Background: an optimization exercise with open tools, aiming at small area and a short achievable clock period. Do not read the settings as production practice. The RTL was checked by simulation tests, not by an equivalence proof against the original design. Power figures rest on the tool's default switching activity, not on a simulated workload.

==> v1: inputs <==
==> flow/design.v <==
`default_nettype none
package gomoku_pkg;
    localparam int BOARD_N = 16;
    localparam int WIN_LEN = 5;       
    typedef logic [3:0] coord_t;      
    typedef logic [3:0] key_code_t;   
    localparam key_code_t KEY_UP    = 4'd6;   
    localparam key_code_t KEY_DOWN  = 4'd4;   
    localparam key_code_t KEY_LEFT  = 4'd2;   
    localparam key_code_t KEY_RIGHT = 4'd8;   
    localparam key_code_t KEY_PLACE = 4'd5;   
endpackage
`default_nettype wire
`timescale 1ns/1ns
`default_nettype none
import gomoku_pkg::*;
module key_event_filter (
    input  wire                   clk,
    input  wire                   rst,
    input  wire                   raw_valid,   
    input  gomoku_pkg::key_code_t raw_code,
    output logic                  k_place,     
    output logic                  k_vert,      
    output logic                  k_horz,      
    output logic                  k_inc        
);
    logic [2:0] idle_cnt;
    logic       press;
    assign press = raw_valid && idle_cnt[2] && idle_cnt[1];
    always_ff @(posedge clk or negedge rst) begin
        if (!rst) begin
            idle_cnt <= 3'd7;
            k_place  <= 1'b0;
            k_vert   <= 1'b0;
            k_horz   <= 1'b0;
        end else begin
            if (raw_valid)            idle_cnt <= 3'd0;
            else if (idle_cnt != 3'd7) idle_cnt <= idle_cnt + 3'd1;
            k_place <= press && (raw_code == KEY_PLACE);
            k_vert  <= press && (raw_code == KEY_UP   || raw_code == KEY_DOWN);
            k_horz  <= press && (raw_code == KEY_LEFT || raw_code == KEY_RIGHT);
        end
    end
    always_ff @(posedge clk) begin
        k_inc <= (raw_code == KEY_DOWN) || (raw_code == KEY_RIGHT);
    end
endmodule
`default_nettype wire
`timescale 1ns/1ns
`default_nettype none
import gomoku_pkg::*;
module game_ctrl (
    input  wire                clk,
    input  wire                rst,
    input  wire                k_place,
    input  wire                k_vert,
    input  wire                k_horz,
    input  wire                k_inc,
    input  wire                btn,           
    input  wire                occ_cur,       
    input  wire                win,           
    output logic               place_en,      
    output logic               fill,          
    output logic               pl,            
    output gomoku_pkg::coord_t cursor_row,
    output gomoku_pkg::coord_t cursor_col,
    output logic [15:0]        row_oh,        
    output logic [15:0]        col_oh,        
    output logic [1:0]         current_player,
    output logic [1:0]         place_result,
    output logic               game_over,
    output logic [1:0]         winner
);
    logic btn_prev;    
    logic judge;       
    logic play;
    logic confirm;
    logic step;
    assign play    = !place_en && !judge && !game_over;
    assign confirm = (btn_prev && !btn) || k_place;
    assign step    = play && !confirm;
    assign pl      = current_player[1];
    assign fill    = current_player[1] ^ place_en;
    always_ff @(posedge clk or negedge rst) begin
        if (!rst) begin
            btn_prev       <= 1'b1;
            place_en       <= 1'b0;
            judge          <= 1'b0;
            cursor_row     <= '0;
            cursor_col     <= '0;
            row_oh         <= 16'd1;
            col_oh         <= 16'd1;
            current_player <= 2'b01;
            place_result   <= 2'b00;
            game_over      <= 1'b0;
            winner         <= 2'b00;
        end else begin
            btn_prev <= btn;
            place_en <= play && confirm && !occ_cur;
            judge    <= place_en;
            if (play && confirm)
                place_result <= occ_cur ? 2'b10 : 2'b01;
            else if (step && (k_vert || k_horz))
                place_result <= 2'b00;
            if (step && k_vert) begin
                if (k_inc) begin
                    if (!row_oh[15]) begin
                        cursor_row <= cursor_row + 4'd1;
                        row_oh     <= row_oh << 1;
                    end
                end else begin
                    if (!row_oh[0]) begin
                        cursor_row <= cursor_row - 4'd1;
                        row_oh     <= row_oh >> 1;
                    end
                end
            end
            if (step && k_horz) begin
                if (k_inc) begin
                    if (!col_oh[15]) begin
                        cursor_col <= cursor_col + 4'd1;
                        col_oh     <= col_oh << 1;
                    end
                end else begin
                    if (!col_oh[0]) begin
                        cursor_col <= cursor_col - 4'd1;
                        col_oh     <= col_oh >> 1;
                    end
                end
            end
            if (judge) begin
                if (win) begin
                    game_over <= 1'b1;
                    winner    <= current_player;
                end else begin
                    current_player <= {current_player[0], current_player[1]};
                end
            end
        end
    end
endmodule
`default_nettype wire
`timescale 1ns/1ns
`default_nettype none
import gomoku_pkg::*;
module board_mem (
    input  wire                clk,
    input  wire                rst,
    input  wire                we,          
    input  wire  [15:0]        row_oh,      
    input  wire  [15:0]        col_oh,      
    input  wire                fill,        
    output logic               occ_cur,     
    output logic [255:0]       color        
);
    logic [255:0] empty;      
    logic         pend;       
    logic [15:0]  rsel;
    logic [15:0]  csel;
    always_ff @(posedge clk or negedge rst) begin
        if (!rst) pend <= 1'b1;
        else      pend <= 1'b0;
    end
    always_comb begin
        for (int i = 0; i < 16; i++) begin
            rsel[i] = we && row_oh[i];
            csel[i] = col_oh[i];
        end
    end
    for (genvar i = 0; i < 256; i++) begin : g_cell
        logic empty_n;
        assign empty_n = (empty[i] || pend) && !(rsel[i / 16] && csel[i % 16]);
        always_ff @(posedge clk) begin
            empty[i] <= empty_n;
            if (empty_n) color[i] <= fill;
        end
    end
    logic [15:0] erow;
    logic        empty_cur;
    always_comb begin
        for (int r = 0; r < 16; r++) begin
            erow[r] = 1'b0;
            for (int c = 0; c < 16; c++)
                erow[r] = erow[r] | (col_oh[c] & empty[{4'(r), 4'(c)}]);
        end
        empty_cur = 1'b0;
        for (int r = 0; r < 16; r++)
            empty_cur = empty_cur | (row_oh[r] & erow[r]);
    end
    assign occ_cur = !(empty_cur || pend);
endmodule
`default_nettype wire
`timescale 1ns/1ns
`default_nettype none
import gomoku_pkg::*;
module five_row_checker (
    input  wire                clk,
    input  wire  [255:0]       color,
    input  gomoku_pkg::coord_t row,
    input  gomoku_pkg::coord_t col,
    input  wire  [15:0]        row_oh,
    input  wire  [15:0]        col_oh,
    input  wire                pl,         
    output logic               win
);
    logic [3:0]  kd;      
    logic [3:0]  ka;      
    logic [15:0] sr, sc, sd, sa;
    assign sr = row_oh;
    assign sc = col_oh;
    assign kd = col - row;
    assign ka = col + row;
    always_ff @(posedge clk) begin
        for (int i = 0; i < 16; i++) begin
            sd[i] <= (kd  == 4'(i));
            sa[i] <= (ka  == 4'(i));
        end
    end
    logic [15:0] vh, vv, vd, va;
    logic [11:0] md, ma;  
    always_comb begin
        for (int i = 0; i < 16; i++) begin
            logic eh, ev, ed, ea;
            eh = 1'b0;
            ev = 1'b0;
            ed = 1'b0;
            ea = 1'b0;
            for (int k = 0; k < 16; k++) begin
                eh = eh | (sr[k] & color[{4'(k), 4'(i)}]);
                ev = ev | (sc[k] & color[{4'(i), 4'(k)}]);
                ed = ed | (sd[k] & color[{4'(i), 4'(k + i)}]);
                ea = ea | (sa[k] & color[{4'(i), 4'(k - i)}]);
            end
            vh[i] = eh ~^ pl;
            vv[i] = ev ~^ pl;
            vd[i] = ed ~^ pl;
            va[i] = ea ~^ pl;
        end
        for (int s = 0; s < 12; s++) begin
            md[s] = 1'b0;
            ma[s] = 1'b0;
            for (int k = 12 - s; k <= 15 - s; k++)
                if (k != 0) md[s] = md[s] | sd[k];
            for (int k = s; k <= s + 3; k++)
                if (k != 15) ma[s] = ma[s] | sa[k];
        end
    end
    logic fh, fv, fd, fa;
    always_comb begin
        fh = 1'b0;
        fv = 1'b0;
        fd = 1'b0;
        fa = 1'b0;
        for (int s = 0; s < 12; s++) begin
            fh = fh | (&vh[s +: 5]);
            fv = fv | (&vv[s +: 5]);
            fd = fd | (&vd[s +: 5] & !md[s]);
            fa = fa | (&va[s +: 5] & !ma[s]);
        end
    end
    assign win = fh || fv || fd || fa;
endmodule
`default_nettype wire
`timescale 1ns/1ns
`default_nettype none
import gomoku_pkg::*;
module gomoku_core (
    input  wire                   clk,
    input  wire                   rst,
    input  wire                   raw_valid,
    input  gomoku_pkg::key_code_t raw_code,
    input  wire                   btn,
    output gomoku_pkg::coord_t    cursor_row,
    output gomoku_pkg::coord_t    cursor_col,
    output logic [1:0]            current_player,
    output logic [1:0]            place_result,
    output logic                  game_over,
    output logic [1:0]            winner
);
    logic         k_place, k_vert, k_horz, k_inc;
    logic         place_en, fill, pl, occ_cur, win;
    logic [255:0] color;
    logic [15:0]  row_oh, col_oh;
    key_event_filter u_key_filter (
        .clk       (clk),
        .rst       (rst),
        .raw_valid (raw_valid),
        .raw_code  (raw_code),
        .k_place   (k_place),
        .k_vert    (k_vert),
        .k_horz    (k_horz),
        .k_inc     (k_inc)
    );
    game_ctrl u_game_ctrl (
        .clk            (clk),
        .rst            (rst),
        .k_place        (k_place),
        .k_vert         (k_vert),
        .k_horz         (k_horz),
        .k_inc          (k_inc),
        .btn            (btn),
        .occ_cur        (occ_cur),
        .win            (win),
        .place_en       (place_en),
        .fill           (fill),
        .pl             (pl),
        .cursor_row     (cursor_row),
        .cursor_col     (cursor_col),
        .row_oh         (row_oh),
        .col_oh         (col_oh),
        .current_player (current_player),
        .place_result   (place_result),
        .game_over      (game_over),
        .winner         (winner)
    );
    board_mem u_board_mem (
        .clk     (clk),
        .rst     (rst),
        .we      (place_en),
        .row_oh  (row_oh),
        .col_oh  (col_oh),
        .fill    (fill),
        .occ_cur (occ_cur),
        .color   (color)
    );
    five_row_checker u_checker (
        .clk   (clk),
        .color (color),
        .row   (cursor_row),
        .col   (cursor_col),
        .row_oh(row_oh),
        .col_oh(col_oh),
        .pl    (pl),
        .win   (win)
    );
endmodule
`default_nettype wire
==> flow/flow/run.sh <==
#!/bin/bash
# Standard synthesis and layout, with timing repair asked to leave setup slack
# of MARGIN ns at the design's clock period (the SDC is the standard flow's, unchanged),
# and a clock tree of clkbuf_8 cells without dummy loads.
set -euo pipefail
MARGIN=8.3
CTS="-sink_clustering_enable -repair_clock_nets -dont_use_dummy_load -buf_list sky130_fd_sc_hd__clkbuf_16 -sink_clustering_size 24 -sink_clustering_max_diameter 100"
bash standard.sh synth > synth.log 2>&1
bash standard.sh SETUP_SLACK_MARGIN=$MARGIN SLEW_MARGIN=50 "CTS_ARGS=$CTS" finish > layout.log 2>&1
==> flow/standard.sh <==
#!/bin/bash
# synth_recipe.tcl (not shown) runs the flow's synth.tcl, then flattens the netlist and writes it again
# the make line also repeats each setting of config.mk as NAME=value (left out here)
make -C /OpenROAD-flow-scripts/flow DESIGN_CONFIG=/design/flow/config.mk WORK_HOME=/design/flow/orfs CLKGATE_MAP_FILE= SYNTH_SCRIPT=/design/flow/synth_recipe.tcl "${@:-finish}"
==> flow/config.mk <==
export PLATFORM = sky130hd
export DESIGN_NAME = gomoku_core
export DESIGN_NICKNAME = gomoku_core
export VERILOG_FILES = /design/flow/design.v
export SDC_FILE = /design/flow/constraint.sdc
export NUM_CORES = 4
export LEC_CHECK = 0
export CAP_MARGIN = 20
export CORE_MARGIN = 2
export CORE_UTILIZATION = 50
export SLEW_MARGIN = 50
==> flow/constraint.sdc <==
create_clock -name core_clock -period 12.0 [get_ports {clk}]
set_input_delay 2.4000 -clock core_clock [delete_from_list [all_inputs] [get_ports {clk}]]
set_output_delay 2.4000 -clock core_clock [all_outputs]
set_load 0.01 [all_outputs]
==> inputs of v37, as changes to v1 <==
==> flow/design.v, changed modules only <==
module game_ctrl (
    input  wire                clk,
    input  wire                rst,
    input  wire                k_place,
    input  wire                k_vert,
    input  wire                k_horz,
    input  wire                k_inc,
    input  wire                btn,           
    input  wire                occ_cur,       
    input  wire                win,           
    output logic               place_en,      
    output logic               fill,          
    output logic               pl,            
    output gomoku_pkg::coord_t cursor_row,
    output gomoku_pkg::coord_t cursor_col,
    output logic [1:0]         current_player,
    output logic [1:0]         place_result,
    output logic               game_over,
    output logic [1:0]         winner
);
    logic btn_prev;    
    logic judge;       
    logic play;
    logic confirm;
    logic step;
    assign play    = !place_en && !judge && !game_over;
    assign confirm = (btn_prev && !btn) || k_place;
    assign step    = play && !confirm;
    assign pl      = current_player[1];
    assign fill    = current_player[1] ^ place_en;
    always_ff @(posedge clk or negedge rst) begin
        if (!rst) begin
            btn_prev       <= 1'b1;
            place_en       <= 1'b0;
            judge          <= 1'b0;
            cursor_row     <= '0;
            cursor_col     <= '0;
            current_player <= 2'b01;
            place_result   <= 2'b00;
            game_over      <= 1'b0;
            winner         <= 2'b00;
        end else begin
            btn_prev <= btn;
            place_en <= play && confirm && !occ_cur;
            judge    <= place_en;
            if (play && confirm)
                place_result <= occ_cur ? 2'b10 : 2'b01;
            else if (step && (k_vert || k_horz))
                place_result <= 2'b00;
            if (step && k_vert) begin
                if (k_inc) begin
                    if (cursor_row != 4'd15) cursor_row <= cursor_row + 4'd1;
                end else begin
                    if (cursor_row != 4'd0)  cursor_row <= cursor_row - 4'd1;
                end
            end
            if (step && k_horz) begin
                if (k_inc) begin
                    if (cursor_col != 4'd15) cursor_col <= cursor_col + 4'd1;
                end else begin
                    if (cursor_col != 4'd0)  cursor_col <= cursor_col - 4'd1;
                end
            end
            if (judge) begin
                if (win) begin
                    game_over <= 1'b1;
                    winner    <= current_player;
                end else begin
                    current_player <= {current_player[0], current_player[1]};
                end
            end
        end
    end
endmodule
module board_mem (
    input  wire                clk,
    input  wire                rst,
    input  wire                we,          
    input  gomoku_pkg::coord_t row,
    input  gomoku_pkg::coord_t col,
    input  wire                fill,        
    output logic               occ_cur,     
    output logic [255:0]       color        
);
    logic [255:0] occ;
    logic [15:0]  rsel;
    logic [15:0]  csel;
    always_comb begin
        for (int i = 0; i < 16; i++) begin
            rsel[i] = we && (row == 4'(i));
            csel[i] = (col == 4'(i));
        end
    end
    for (genvar i = 0; i < 256; i++) begin : g_cell
        logic occ_n;
        assign occ_n = occ[i] || (rsel[i / 16] && csel[i % 16]);
        always_ff @(posedge clk or negedge rst) begin
            if (!rst) occ[i] <= 1'b0;
            else      occ[i] <= occ_n;
        end
        always_ff @(posedge clk) begin
            if (!occ_n) color[i] <= fill;
        end
    end
    assign occ_cur = occ[{row, col}];
endmodule
module five_row_checker (
    input  wire  [255:0]       color,
    input  gomoku_pkg::coord_t row,
    input  gomoku_pkg::coord_t col,
    input  wire                pl,         
    output logic               win
);
    logic [3:0]  kd;      
    logic [3:0]  ka;      
    logic [15:0] vh, vv, vd, va;
    logic [11:0] md, ma;  
    assign kd = col - row;
    assign ka = col + row;
    always_comb begin
        for (int i = 0; i < 16; i++) begin
            vh[i] = color[{row, 4'(i)}] ~^ pl;
            vv[i] = color[{4'(i), col}] ~^ pl;
            vd[i] = color[{4'(i), 4'(kd + 4'(i))}] ~^ pl;
            va[i] = color[{4'(i), 4'(ka - 4'(i))}] ~^ pl;
        end
        for (int s = 0; s < 12; s++) begin
            md[s] = (kd != 4'd0) && (5'(16 - kd) >= 5'(s + 1)) && (5'(16 - kd) <= 5'(s + 4));
            ma[s] = (ka != 4'd15) && (ka >= 4'(s)) && (ka <= 4'(s + 3));
        end
    end
    logic fh, fv, fd, fa;
    always_comb begin
        fh = 1'b0;
        fv = 1'b0;
        fd = 1'b0;
        fa = 1'b0;
        for (int s = 0; s < 12; s++) begin
            fh = fh | (&vh[s +: 5]);
            fv = fv | (&vv[s +: 5]);
            fd = fd | (&vd[s +: 5] & !md[s]);
            fa = fa | (&va[s +: 5] & !ma[s]);
        end
    end
    assign win = fh || fv || fd || fa;
endmodule
module gomoku_core (
    input  wire                   clk,
    input  wire                   rst,
    input  wire                   raw_valid,
    input  gomoku_pkg::key_code_t raw_code,
    input  wire                   btn,
    output gomoku_pkg::coord_t    cursor_row,
    output gomoku_pkg::coord_t    cursor_col,
    output logic [1:0]            current_player,
    output logic [1:0]            place_result,
    output logic                  game_over,
    output logic [1:0]            winner
);
    logic         k_place, k_vert, k_horz, k_inc;
    logic         place_en, fill, pl, occ_cur, win;
    logic [255:0] color;
    key_event_filter u_key_filter (
        .clk       (clk),
        .rst       (rst),
        .raw_valid (raw_valid),
        .raw_code  (raw_code),
        .k_place   (k_place),
        .k_vert    (k_vert),
        .k_horz    (k_horz),
        .k_inc     (k_inc)
    );
    game_ctrl u_game_ctrl (
        .clk            (clk),
        .rst            (rst),
        .k_place        (k_place),
        .k_vert         (k_vert),
        .k_horz         (k_horz),
        .k_inc          (k_inc),
        .btn            (btn),
        .occ_cur        (occ_cur),
        .win            (win),
        .place_en       (place_en),
        .fill           (fill),
        .pl             (pl),
        .cursor_row     (cursor_row),
        .cursor_col     (cursor_col),
        .current_player (current_player),
        .place_result   (place_result),
        .game_over      (game_over),
        .winner         (winner)
    );
    board_mem u_board_mem (
        .clk     (clk),
        .rst     (rst),
        .we      (place_en),
        .row     (cursor_row),
        .col     (cursor_col),
        .fill    (fill),
        .occ_cur (occ_cur),
        .color   (color)
    );
    five_row_checker u_checker (
        .color (color),
        .row   (cursor_row),
        .col   (cursor_col),
        .pl    (pl),
        .win   (win)
    );
endmodule
==> flow/run.sh (new file) <==
#!/bin/bash
# synth_recipe.tcl (not shown) runs the flow's synth.tcl, then flattens the netlist and writes it again
# the make line also repeats each setting of config.mk as NAME=value (left out here)
make -C /OpenROAD-flow-scripts/flow DESIGN_CONFIG=/design/flow/config.mk WORK_HOME=/design/flow/orfs CLKGATE_MAP_FILE= SYNTH_SCRIPT=/design/flow/synth_recipe.tcl finish
CORE_UTILIZATION = 40   (was 50)
SLEW_MARGIN = 20   (was 50)
removed: flow/flow/run.sh
removed: flow/standard.sh
==> comparison table <==
Logic gate share of total power: v37 11.0%; v1 4.9%
Outcome: v37 finished with violations; v1 timing/DRC/antenna clean
Violated checks: v37 max-slew violations; v1 -
Htree depth: v37 2; v1 1
Final instance count without filler cells: v37 3196; v1 3282
Crit path largest cell delay: v37 0.90 ns; v1 0.44 ns
Critical register-to-register path endpoint: v37 u_game_ctrl.winner[1]; v1 u_game_ctrl.winner[0]
Area fraction in compound gates after synthesis: v37 8.658%; v1 28.37%
Logic inverters: v37 280; v1 18
Power Total: v37 4.364 mW; v1 3.477 mW
Final Critical Period: v37 6.576 ns; v1 3.687 ns
Slowest cell on the critical path: v37 sky130_fd_sc_hd__ha_4; v1 sky130_fd_sc_hd__dfrtp_2
Top-area cell type share of the netlist area: v37 25.57%; v1 27.71%
Unrepaired setup endpoints after global routing: v37 false; v1 true
Number of nets in the finished design: v37 2224; v1 2557
Via-per-instance ratio: v37 6.576; v1 7.696
Proportion of synthesized flip-flops having asynchronous set or reset: v37 52.14%; v1 9.468%
Multiplexer share of the synthesized area: v37 28.45%; v1 0.4961%
Area post-placement: v37 0.03122 mm^2; v1 0.02841 mm^2

port drivers added, routing unchanged:
How much do the figures lean on ideal ports? The routed layouts below were timed once more, with nothing changed but the port constraints. Step 1, drivers: a clkbuf_16 drives clk and a buf_2 each remaining input, both assumed. Step 2 times the ports against the registers' clock, not the clock port: input delays grow and output delays shrink by t, the midpoint of the rising clock arrivals with the driver on. Three values: ideal ports, drivers, drivers and shift; two values: the first two.
| run | t (ns) | setup slack, ns | worst hold slack (ns) | worst slew at a driven data input, ns |
|---|---|---|---|---|
| v1 | 0.658 | 8.313 / 8.248 / 7.725 | 0.509 / 0.509 / 0.509 | 0.04 |
| v37 | 0.680 | 5.424 / 5.424 / 5.424 | 0.471 / 0.471 / 0.471 | 0.05 |
For v1, which loses most, drivers alone change the setup slack by -0.065 ns; drivers and shift together by -0.588 ns.
